Source: an optimization exercise on an open RTL-to-GDS flow (aim: small area). Production flows keep margins and buffers that such runs may drop. Only simulation tests tie the RTL to the original design; equivalence was not proved. No activity file was given, so power comes from the tool's default toggle rates.

== 04-03 ==
==> flow/design.v <==
module data_mem_responder #(
   parameter int unsigned ADDR_BITS   = 5,
   parameter int unsigned WAIT_CYCLES = 2
) (
   input  logic        clk,
   input  logic        rst,
   input  logic        mem_read,
   input  logic        mem_write,
   input  logic [63:0] addr,
   input  logic [63:0] write_data,
   output logic [63:0] read_data,
   output logic        mem_ready,
   output logic        mem_err
);
   localparam int unsigned Words = 1 << ADDR_BITS;
   logic [1:0]           st_q;
   logic                 idle, last_busy, done;
   logic [ADDR_BITS-1:0] idx_q;
   logic                 ld_q, sd_q;      
   logic [63:0]          wdata_q;
   logic [63:0]          mem [Words];
   logic                 addr_ok;
   logic unused_addr;
   assign unused_addr = ^addr[63:ADDR_BITS+3];
   assign idle      = (st_q == 2'd0);
   assign last_busy = (st_q == 2'd2);
   assign done      = (st_q == 2'd3);
   assign addr_ok   = (addr[2:0] == 3'b000);
   always_ff @(posedge clk or posedge rst) begin
      if (rst)                            st_q <= 2'd0;
      else if (!idle || mem_read || mem_write) st_q <= st_q + 2'd1;
   end
   always_ff @(posedge clk) begin
      if (idle) begin
         idx_q   <= addr[ADDR_BITS+2:3];
         ld_q    <= mem_read && !mem_write && addr_ok;
         sd_q    <= mem_write && !mem_read && addr_ok;
         wdata_q <= write_data;
      end
   end
   always_ff @(posedge clk) begin
      for (int w = 0; w < Words; w++)
         if (last_busy && sd_q && (idx_q == w)) mem[w] <= wdata_q;
   end
   logic [Words-1:0] rsel;
   always_comb
      for (int w = 0; w < Words; w++) rsel[w] = done && ld_q && (idx_q == w);
   for (genvar b = 0; b < 64; b++) begin : g_bit
      logic [Words-1:0] col;
      logic [9:0]       grp_n;
      for (genvar w = 0; w < Words; w++) begin : g_col
         assign col[w] = mem[w][b];
      end
      for (genvar g = 0; g < 10; g++) begin : g_grp
         dmr_aoi222 u_aoi (.s(rsel[3*g+:3]), .d(col[3*g+:3]), .y_n(grp_n[g]));
      end
      dmr_rd_or u_or (.g_n(grp_n), .s(rsel[31:30]), .d(col[31:30]), .y(read_data[b]));
   end
   assign mem_ready = done;
   assign mem_err   = done & ~ld_q & ~sd_q;
endmodule
module dmr_aoi222 (
   input  logic [2:0] s,
   input  logic [2:0] d,
   output logic       y_n
);
   assign y_n = ~|(s & d);
endmodule
module dmr_rd_or (
   input  logic [9:0] g_n,
   input  logic [1:0] s,
   input  logic [1:0] d,
   output logic       y
);
   assign y = ~&g_n | (|(s & d));
endmodule
Settings: LEC_CHECK=0, ABC_AREA=0, CAP_MARGIN=20, CORE_MARGIN=2, CORE_UTILIZATION=70, PLACE_DENSITY=0.8, SLEW_MARGIN=20, SYNTH_HIERARCHICAL=1, SYNTH_MINIMUM_KEEP_SIZE=0; clock period 10.0 ns.
standard.sh (not shown) runs the stock make flow with config.mk's settings and CLKGATE_MAP_FILE= SYNTH_SCRIPT=/design/flow/synth_recipe.tcl, a recipe that flattens the netlist after the stock synthesis.
==> flow/flow/run.sh <==
#!/bin/bash
# The standard layout (the standard.sh: unchanged synthesis, floorplan, power grid, placement,
# routing), with these choices passed to ORFS through its own variables:
#  - clock tree synthesis with clkbuf_8 clusters of at most 16 sinks and without dummy loads;
#  - input/output port buffers of the smallest buffer cell.
set -euo pipefail
export CTS_ARGS="-sink_clustering_enable -repair_clock_nets -dont_use_dummy_load -buf_list sky130_fd_sc_hd__clkbuf_8 -sink_clustering_size 16 -sink_clustering_max_diameter 50"
export BUFFER_PORTS_ARGS="-buffer_cell sky130_fd_sc_hd__buf_1"
bash standard.sh > standard.log 2>&1
The inputs of 07-19 differ from those of 04-03 as listed below.
-- flow/design.v --
<<< 04-03, line 39
      end
   end
   always_ff @(posedge clk) begin
      for (int w = 0; w < Words; w++)
         if (last_busy && sd_q && (idx_q == w)) mem[w] <= wdata_q;
   end
   logic [Words-1:0] rsel;
   always_comb
      for (int w = 0; w < Words; w++) rsel[w] = done && ld_q && (idx_q == w);
   for (genvar b = 0; b < 64; b++) begin : g_bit
      logic [Words-1:0] col;
      logic [9:0]       grp_n;
      for (genvar w = 0; w < Words; w++) begin : g_col
         assign col[w] = mem[w][b];
>>> 07-19, line 39
      end
   end
   logic [Words-1:0] dec, wen, rsel;
   logic             wr_phase, rd_phase;
   assign wr_phase = last_busy & sd_q;
   assign rd_phase = done & ld_q;
   for (genvar w = 0; w < Words; w++) begin : g_dec
      assign dec[w] = (idx_q == w);
      dmr_and2 u_wen  (.a(wr_phase), .b(dec[w]), .y(wen[w]));
      dmr_and2 u_rsel (.a(rd_phase), .b(dec[w]), .y(rsel[w]));
   end
   always_ff @(posedge clk) begin
      for (int w = 0; w < Words; w++)
         if (wen[w]) mem[w] <= wdata_q;
   end
   for (genvar b = 0; b < 64; b++) begin : g_bit
      logic [Words-1:0] col;
      logic [9:0]       grp_n;
      logic             rest;
      for (genvar w = 0; w < Words; w++) begin : g_col
         assign col[w] = mem[w][b];
<<< 04-03, line 55
         dmr_aoi222 u_aoi (.s(rsel[3*g+:3]), .d(col[3*g+:3]), .y_n(grp_n[g]));
      end
      dmr_rd_or u_or (.g_n(grp_n), .s(rsel[31:30]), .d(col[31:30]), .y(read_data[b]));
   end
   assign mem_ready = done;
>>> 07-19, line 62
         dmr_aoi222 u_aoi (.s(rsel[3*g+:3]), .d(col[3*g+:3]), .y_n(grp_n[g]));
      end
      logic [1:0] part;    
      logic       rest_n;  
      dmr_nand4 u_p0 (.a(grp_n[3:0]), .y(part[0]));
      dmr_nand4 u_p1 (.a(grp_n[7:4]), .y(part[1]));
      dmr_nand2 u_p2 (.a(grp_n[9:8]), .y(rest_n));
      dmr_a221o u_p3 (.s(rsel[31:30]), .d(col[31:30]), .c(rest_n), .y(rest));
      dmr_or3   u_or (.a({part, rest}), .y(read_data[b]));
   end
   assign mem_ready = done;
<<< 04-03, line 67
   assign y_n = ~|(s & d);
endmodule
module dmr_rd_or (
   input  logic [9:0] g_n,
   input  logic [1:0] s,
   input  logic [1:0] d,
   output logic       y
);
   assign y = ~&g_n | (|(s & d));
endmodule
>>> 07-19, line 80
   assign y_n = ~|(s & d);
endmodule
module dmr_and2 (
   input  logic a,
   input  logic b,
   output logic y
);
   assign y = a & b;
endmodule
module dmr_nand4 (
   input  logic [3:0] a,
   output logic       y
);
   assign y = ~&a;
endmodule
module dmr_nand2 (
   input  logic [1:0] a,
   output logic       y
);
   assign y = ~&a;
endmodule
module dmr_a221o (
   input  logic [1:0] s,
   input  logic [1:0] d,
   input  logic       c,
   output logic       y
);
   assign y = (|(s & d)) | c;
endmodule
module dmr_or3 (
   input  logic [2:0] a,
   output logic       y
);
   assign y = |a;
endmodule
### Flow results
- 07-19: count of clock-buffer cells in the layout 3 below 04-03
- The die outline area of 07-19 and that of 04-03 are within noise of each other.
- [compare] base=04-03 new=07-19: layout net count increased by 18 relative to the old numbers, sum of met2 wire segment lengths after detailed routing decreased by 1.3% relative to the old numbers.
- 07-19 against 04-03: total power after layout now smaller; power consumed by sequential cells shows no meaningful change.
- From 07-19 to 04-03, hold buffer count at cts did not move at all.
- 07-19 — final antenna diode count 1 higher, 04-03 as reference
- 07-19 ended up with a higher number of antenna violations at the first check in global routing than 04-03 did.
- Cmp 07-19 vs 04-03: clock power lower in 07-19
- [compare] base=04-03 new=07-19: non-clock buffer area fraction after layout neither gained nor lost much, total internal power now smaller, final cell count higher, routed wire length increased 1500 um.

* * *

data_mem_responder, a different RTL version from the one above (not shown whole).
For scale: roughly 2100 flip-flops, about 70000 µm² of cells after synthesis.
==> module data_mem_responder, before the edit <==
module data_mem_responder #(
   parameter int unsigned ADDR_BITS   = 5,
   parameter int unsigned WAIT_CYCLES = 2
) (
   input  logic        clk,
   input  logic        rst,
   input  logic        mem_read,
   input  logic        mem_write,
   input  logic [63:0] addr,
   input  logic [63:0] write_data,
   output logic [63:0] read_data,
   output logic        mem_ready,
   output logic        mem_err
);
   localparam int unsigned Words = 1 << ADDR_BITS;
   logic [1:0]           st_q;
   logic                 idle, last_busy, done;
   logic [ADDR_BITS-1:0] idx_q;
   logic                 ld_q, sd_q;      
   logic [63:0]          wdata_q;
   logic [Words-1:0][63:0] mem;
   logic                 addr_ok;
   logic unused_addr;
   assign unused_addr = ^addr[63:ADDR_BITS+3];
   assign idle      = (st_q == 2'd0);
   assign last_busy = (st_q == 2'd2);
   assign done      = (st_q == 2'd3);
   assign addr_ok   = (addr[2:0] == 3'b000);
   always_ff @(posedge clk or posedge rst) begin
      if (rst)                            st_q <= 2'd0;
      else if (!idle || mem_read || mem_write) st_q <= st_q + 2'd1;
   end
   always_ff @(posedge clk) begin
      if (idle) begin
         idx_q   <= addr[ADDR_BITS+2:3];
         ld_q    <= mem_read && !mem_write && addr_ok;
         sd_q    <= mem_write && !mem_read && addr_ok;
         wdata_q <= write_data;
      end
   end
   logic [Words-1:0] dec, wen, wen_n, rsel;
   logic             wr_phase, rd_phase;
   assign wr_phase = last_busy & sd_q;
   assign rd_phase = done & ld_q;
   for (genvar w = 0; w < Words; w++) begin : g_dec
      assign dec[w] = (idx_q == w);
      dmr_and2  u_wen   (.a(wr_phase), .b(dec[w]), .y(wen[w]));
      dmr_nand2 u_wen_n (.a({wr_phase, dec[w]}), .y(wen_n[w]));
      dmr_and2 u_rsel (.a(rd_phase), .b(dec[w]), .y(rsel[w]));
   end
   logic [Words-1:0][63:0] mem_d;
   for (genvar w = 0; w < Words; w++) begin : g_word
      for (genvar b = 0; b < 64; b++) begin : g_cell
         dmr_hold u_hold (.q(mem[w][b]), .we(wen[w]), .we_n(wen_n[w]), .d(wdata_q[b]),
                          .y(mem_d[w][b]));
      end
   end
   always_ff @(posedge clk) mem <= mem_d;
   for (genvar b = 0; b < 64; b++) begin : g_bit
      logic [Words-1:0] col;
      logic [9:0]       grp_n;
      logic             rest;
      for (genvar w = 0; w < Words; w++) begin : g_col
         assign col[w] = mem[w][b];
      end
      for (genvar g = 0; g < 10; g++) begin : g_grp
         dmr_aoi222 u_aoi (.s(rsel[3*g+:3]), .d(col[3*g+:3]), .y_n(grp_n[g]));
      end
      logic [1:0] part;    
      logic       rest_n;  
      dmr_nand4 u_p0 (.a(grp_n[3:0]), .y(part[0]));
      dmr_nand4 u_p1 (.a(grp_n[7:4]), .y(part[1]));
      dmr_nand2 u_p2 (.a(grp_n[9:8]), .y(rest_n));
      dmr_a221o u_p3 (.s(rsel[31:30]), .d(col[31:30]), .c(rest_n), .y(rest));
      dmr_or3   u_or (.a({part, rest}), .y(read_data[b]));
   end
   assign mem_ready = done;
   assign mem_err   = done & ~ld_q & ~sd_q;
endmodule
clock: 10.0 ns
lec_check: 0
abc_area: 0
cap_margin: 20
core_margin: 2
core_utilization: 70
place_density: 0.8
slew_margin: 20
synth_hierarchical: 1
synth_minimum_keep_size: 0
Scripts as last shown in full above: flow/flow/run.sh
Next try:
--- a/flow/design.v
+++ b/flow/design.v
@@ -31,12 +31,15 @@
       else if (!idle || mem_read || mem_write) st_q <= st_q + 2'd1;
    end
-   always_ff @(posedge clk) begin
-      if (idle) begin
-         idx_q   <= addr[ADDR_BITS+2:3];
-         ld_q    <= mem_read && !mem_write && addr_ok;
-         sd_q    <= mem_write && !mem_read && addr_ok;
-         wdata_q <= write_data;
-      end
+   localparam int unsigned CapBits = ADDR_BITS + 2 + 64;
+   logic [CapBits-1:0] cap_q, cap_in, cap_d;
+   logic               idle_n;
+   assign idle_n = ~idle;
+   assign cap_in = {addr[ADDR_BITS+2:3], mem_read && !mem_write && addr_ok,
+                    mem_write && !mem_read && addr_ok, write_data};
+   for (genvar i = 0; i < CapBits; i++) begin : g_cap
+      dmr_hold u_hold (.q(cap_q[i]), .we(idle), .we_n(idle_n), .d(cap_in[i]), .y(cap_d[i]));
    end
+   always_ff @(posedge clk) cap_q <= cap_d;
+   assign {idx_q, ld_q, sd_q, wdata_q} = cap_q;
    logic [Words-1:0] dec, wen, wen_n, rsel;
    logic             wr_phase, rd_phase;
Result:
- die area hardly moves
- total power fell by 32%
- clock-buffer cell count rose by 2
- synthesized area is about the same
- hold slack stays flat
- maximum frequency fell by 0.39%
- final area fell by 0.64%

-- port drivers added, routing unchanged --
No port has a modelled driver above. Below, the same layouts with a new extraction and two added sets of constraints.
Step 1 assumes that a clkbuf_16 drives the clock port and a buf_2 every other input.
Step 2 times the ports against the registers' clock, not the clock port: input delays grow and output delays shrink by t, the midpoint of the rising clock arrivals with the driver on.
Three values: ideal, step 1, step 2; two values: the first two.
run | t (ns) | setup slack, ns | latest minus earliest clock arrival (ns) | worst register clock-pin slew, ns | pins driven straight from the clock port
04-03 | 0.911 | 2.991 / 2.926 / 3.837 | 0.103 / 0.102 | 0.10 / 0.10 | 1
07-19 | 0.924 | 3.551 / 3.478 / 4.402 | 0.078 / 0.078 | 0.10 / 0.10 | 1
the first run of note 2 | 0.966 | 3.408 / 3.329 / 4.295 | 0.074 / 0.074 | 0.10 / 0.10 | 1
the second run of note 2 | 0.969 | 3.382 / 3.302 / 4.271 | 0.080 / 0.080 | 0.11 / 0.11 | 1
After both steps setup and hold are still met in every run listed.
